This design comes from an exercise in tuning for small area and a short achievable clock period on the open sky130 flow, not from production work.
Where RTL was checked, it was by simulation tests only, not by an equivalence proof against the original.
Power and IR drop assume default switching activity.

==> flow/design.v (excerpt) <==
module apb_slave_mem_top (
  input  logic        PCLK,
  input  logic        PRESET,
  input  logic        PSEL,
  input  logic        PENABLE,
  input  logic [2:0]  PPROT,
  input  logic        PWRITE,
  input  logic [1:0]  PSTRB,
  input  logic [9:0]  PADDR,
  input  logic [15:0] PWDATA,
  output logic [15:0] PRDATA,
  output logic        PREADY,
  output logic        PSLVERR
);
==> module apb_slave_mem_top, before the edit <==
module apb_slave_mem_top (
  input  logic        PCLK,
  input  logic        PRESET,
  input  logic        PSEL,
  input  logic        PENABLE,
  input  logic [2:0]  PPROT,
  input  logic        PWRITE,
  input  logic [1:0]  PSTRB,
  input  logic [9:0]  PADDR,
  input  logic [15:0] PWDATA,
  output logic [15:0] PRDATA,
  output logic        PREADY,
  output logic        PSLVERR
);
  logic ph1_q, ph2_q, ph3_q, busy_q;
  logic ready_q, slverr_q;
  logic accept, go_resp, bus_err;
  logic [7:0] bus_ra, bus_rb;
  logic        wpend_q, wpend_d, wfire_q, wfire_d;
  logic [1:0]  wslot_q, wslot_d;
  logic [7:0]  wra_q, wra_d, wfa_q, wrb0_q, wrb1_q;
  logic [15:0] wdat_q;
  logic [1:0]  rot_q;
  logic [15:0] s0_q [64], s1_q [64], s2_q [64], s3_q [64];
  logic        rd_hit;
  logic [15:0] rd_word, rhold_q, rdata_q;
  logic unused_pprot;
  assign unused_pprot = ^{PPROT[2], PPROT[0], PADDR[0]};
  assign accept  = !busy_q && PSEL && !PENABLE;
  assign go_resp = ph3_q && PSEL;
  assign bus_err = PADDR[9] || (PADDR[8] && PPROT[1]);
  always_comb begin
    for (int i = 0; i < 8; i++) begin
      bus_ra[i] = (PADDR[5:3] == 3'(i));
      bus_rb[i] = (PADDR[8:6] == 3'(i)) && !bus_err;
    end
  end
  always_ff @(posedge PCLK or posedge PRESET) begin
    if (PRESET) begin
      ph1_q    <= 1'b0;
      ph2_q    <= 1'b0;
      ph3_q    <= 1'b0;
      busy_q   <= 1'b0;
      ready_q  <= 1'b0;
      slverr_q <= 1'b0;
    end else begin
      ph1_q    <= accept;
      ph2_q    <= ph1_q && PSEL;
      ph3_q    <= ph2_q && PSEL;
      busy_q   <= accept || ((ph1_q || ph2_q) && PSEL);
      ready_q  <= go_resp;
      slverr_q <= go_resp && bus_err;
    end
  end
  always_ff @(posedge PCLK) begin
    rot_q <= rot_q + 2'd1;
  end
  assign wpend_d = (go_resp && PWRITE && !bus_err) || (wpend_q && !wfire_q);
  assign wslot_d = go_resp ? PADDR[2:1] : wslot_q;
  assign wra_d   = go_resp ? bus_ra : wra_q;
  assign wfire_d = wpend_d && (rot_q + 2'd2 == wslot_d);
  always_ff @(posedge PCLK) begin
    wpend_q <= wpend_d;
    wfire_q <= wfire_d;
    wslot_q <= wslot_d;
    wra_q   <= wra_d;
    wfa_q   <= wra_d & {8{wfire_d}};
  end
  always_ff @(posedge PCLK) begin
    if (go_resp) begin
      wrb0_q <= bus_rb & {8{PSTRB[0]}};
      wrb1_q <= bus_rb & {8{PSTRB[1]}};
      wdat_q <= PWDATA;
    end
  end
  always_ff @(posedge PCLK) begin
    for (int r = 0; r < 64; r++) begin
      s3_q[r] <= s0_q[r];
      s2_q[r] <= s3_q[r];
      s1_q[r] <= s2_q[r];
      s0_q[r] <= s1_q[r];
      if (wfa_q[r % 8] && wrb0_q[r / 8]) s0_q[r][7:0]  <= wdat_q[7:0];
      if (wfa_q[r % 8] && wrb1_q[r / 8]) s0_q[r][15:8] <= wdat_q[15:8];
    end
  end
  assign rd_hit = (rot_q == PADDR[2:1]);
  always_comb begin
    rd_word = '0;
    for (int r = 0; r < 64; r++) begin
      rd_word = rd_word | (s0_q[r] & {16{bus_ra[r % 8] && bus_rb[r / 8]}});
    end
  end
  always_ff @(posedge PCLK) begin
    if (rd_hit && !ph3_q) rhold_q <= rd_word;
  end
  always_ff @(posedge PCLK) begin
    rdata_q <= rd_hit ? rd_word : rhold_q;
  end
  assign PREADY  = ready_q;
  assign PSLVERR = slverr_q;
  assign PRDATA  = rdata_q;
endmodule
Settings: LEC_CHECK=0, CAP_MARGIN=20, CORE_MARGIN=2, CORE_UTILIZATION=50, CTS_CLUSTER_DIAMETER=80, CTS_CLUSTER_SIZE=30, SETUP_SLACK_MARGIN=2.5, SLEW_MARGIN=20; clock period 5.0 ns.
run.sh (not shown) runs the stock make flow with config.mk's settings and CLKGATE_MAP_FILE= SYNTH_SCRIPT=/design/flow/synth_recipe.tcl, a recipe that flattens the netlist after the stock synthesis.
Rerun with:
--- a/flow/design.v
+++ b/flow/design.v
@@ -13,22 +13,32 @@
   output logic        PSLVERR
 );
   logic ph1_q, ph2_q, ph3_q, busy_q;
   logic ready_q, slverr_q;
-  logic accept, go_resp, bus_err;
+  logic accept, go_resp, bus_err, busy_d;
   logic [7:0] bus_ra, bus_rb;
+  logic [7:0]  ra_q, rb_q;    
+  logic [1:0]  slot_q;
+  logic        err_q, write_q;
+  logic [1:0]  strb_q;
+  logic [15:0] wdata_q;
   logic        wpend_q, wpend_d, wfire_q, wfire_d;
   logic [1:0]  wslot_q, wslot_d;
   logic [7:0]  wra_q, wra_d, wfa_q, wrb0_q, wrb1_q;
   logic [15:0] wdat_q;
   logic [1:0]  rot_q;
   logic [15:0] s0_q [64], s1_q [64], s2_q [64], s3_q [64];
-  logic        rd_hit;
+  logic [7:0]  nxt_ra, nxt_rb;
+  logic [1:0]  nxt_slot;
+  logic        nxt_hit, bus_hit;
+  logic [7:0]  ra0_q, bus_ra0;
+  logic        hit_q, rd_hit;
   logic [15:0] rd_word, rhold_q, rdata_q;
   logic unused_pprot;
   assign unused_pprot = ^{PPROT[2], PPROT[0], PADDR[0]};
   assign accept  = !busy_q && PSEL && !PENABLE;
   assign go_resp = ph3_q && PSEL;
+  assign busy_d  = accept || ((ph1_q || ph2_q) && PSEL);
   assign bus_err = PADDR[9] || (PADDR[8] && PPROT[1]);
   always_comb begin
     for (int i = 0; i < 8; i++) begin
       bus_ra[i] = (PADDR[5:3] == 3'(i));
@@ -46,19 +56,35 @@
     end else begin
       ph1_q    <= accept;
       ph2_q    <= ph1_q && PSEL;
       ph3_q    <= ph2_q && PSEL;
-      busy_q   <= accept || ((ph1_q || ph2_q) && PSEL);
+      busy_q   <= busy_d;
       ready_q  <= go_resp;
-      slverr_q <= go_resp && bus_err;
+      slverr_q <= go_resp && err_q;
     end
+  end
+  assign nxt_ra   = busy_q ? ra_q : bus_ra;
+  assign nxt_rb   = busy_q ? rb_q : bus_rb;
+  assign nxt_slot = busy_q ? slot_q : PADDR[2:1];
+  always_ff @(posedge PCLK) begin
+    if (!busy_q) begin
+      err_q   <= bus_err;
+      write_q <= PWRITE;
+      strb_q  <= PSTRB;
+      wdata_q <= PWDATA;
+    end
+  end
+  always_ff @(posedge PCLK) begin
+    ra_q   <= nxt_ra;
+    rb_q   <= nxt_rb;
+    slot_q <= nxt_slot;
   end
   always_ff @(posedge PCLK) begin
     rot_q <= rot_q + 2'd1;
   end
-  assign wpend_d = (go_resp && PWRITE && !bus_err) || (wpend_q && !wfire_q);
-  assign wslot_d = go_resp ? PADDR[2:1] : wslot_q;
-  assign wra_d   = go_resp ? bus_ra : wra_q;
+  assign wpend_d = (go_resp && write_q && !err_q) || (wpend_q && !wfire_q);
+  assign wslot_d = go_resp ? slot_q : wslot_q;
+  assign wra_d   = go_resp ? ra_q : wra_q;
   assign wfire_d = wpend_d && (rot_q + 2'd2 == wslot_d);
   always_ff @(posedge PCLK) begin
     wpend_q <= wpend_d;
     wfire_q <= wfire_d;
@@ -67,11 +93,11 @@
     wfa_q   <= wra_d & {8{wfire_d}};
   end
   always_ff @(posedge PCLK) begin
     if (go_resp) begin
-      wrb0_q <= bus_rb & {8{PSTRB[0]}};
-      wrb1_q <= bus_rb & {8{PSTRB[1]}};
-      wdat_q <= PWDATA;
+      wrb0_q <= rb_q & {8{strb_q[0]}};
+      wrb1_q <= rb_q & {8{strb_q[1]}};
+      wdat_q <= wdata_q;
     end
   end
   always_ff @(posedge PCLK) begin
     for (int r = 0; r < 64; r++) begin
@@ -82,13 +108,21 @@
       if (wfa_q[r % 8] && wrb0_q[r / 8]) s0_q[r][7:0]  <= wdat_q[7:0];
       if (wfa_q[r % 8] && wrb1_q[r / 8]) s0_q[r][15:8] <= wdat_q[15:8];
     end
   end
-  assign rd_hit = (rot_q == PADDR[2:1]);
+  assign nxt_hit = (rot_q + 2'd1 == nxt_slot);
+  assign bus_hit = !busy_q && (rot_q == PADDR[2:1]);
+  assign bus_ra0 = bus_ra & {8{bus_hit}};
+  assign rd_hit  = hit_q || bus_hit;
+  always_ff @(posedge PCLK) begin
+    ra0_q <= nxt_ra & {8{nxt_hit && busy_d}};
+    hit_q <= nxt_hit && busy_d;
+  end
   always_comb begin
     rd_word = '0;
     for (int r = 0; r < 64; r++) begin
-      rd_word = rd_word | (s0_q[r] & {16{bus_ra[r % 8] && bus_rb[r / 8]}});
+      rd_word = rd_word | (s0_q[r] & {16{(ra0_q[r % 8] && rb_q[r / 8]) ||
+                                         (bus_ra0[r % 8] && bus_rb[r / 8])}});
     end
   end
   always_ff @(posedge PCLK) begin
     if (rd_hit && !ph3_q) rhold_q <= rd_word;
=> The changed run produced a clean layout. Cell area goes up by 5.4%. Total power goes up by 5.7%. Worst setup slack got worse by 0.80 ns. Sequential cell count goes up by 47. Combinational power goes up by 30%. Register-to-register slack got worse by 0.89 ns. Area after synthesis goes up by 3.1%. Routed wire length goes up by 21%. Via count goes up by 13%. Worst hold slack got worse by 0.0035 ns.
The RTL of the second run of this note was laid out without a check of its function.

==> port drivers added, routing unchanged <==
Ports are ideal in the flow. The routed layouts listed here were re-timed in OpenROAD. Step 1 (the two cells are an assumption about what drives the block):
set clk [get_ports {PCLK}]
set_driving_cell -lib_cell sky130_fd_sc_hd__clkbuf_16 $clk
set_driving_cell -lib_cell sky130_fd_sc_hd__buf_2 [delete_from_list [all_inputs] $clk]
Step 2 times the ports against the registers' clock, not the clock port: input delays grow and output delays shrink by t, the midpoint of the rising clock arrivals with the driver on. Slacks: ideal / step 1 / step 2; pairs: ideal / step 1.
run | t, ns | setup slack, ns | worst hold slack (ns) | pins driven straight from the clock port
the first run | 0.940 | 2.355 / 2.127 / 1.187 | 0.300 / 0.256 / 0.300 | 1
the second run | 0.954 | 1.552 / 1.552 / 0.780 | 0.297 / 0.297 / 0.297 | 1
After both steps setup and hold are still met in every run listed. For the first run, which loses most, drivers alone change the setup slack by -0.228 ns; drivers and shift together by -1.168 ns.
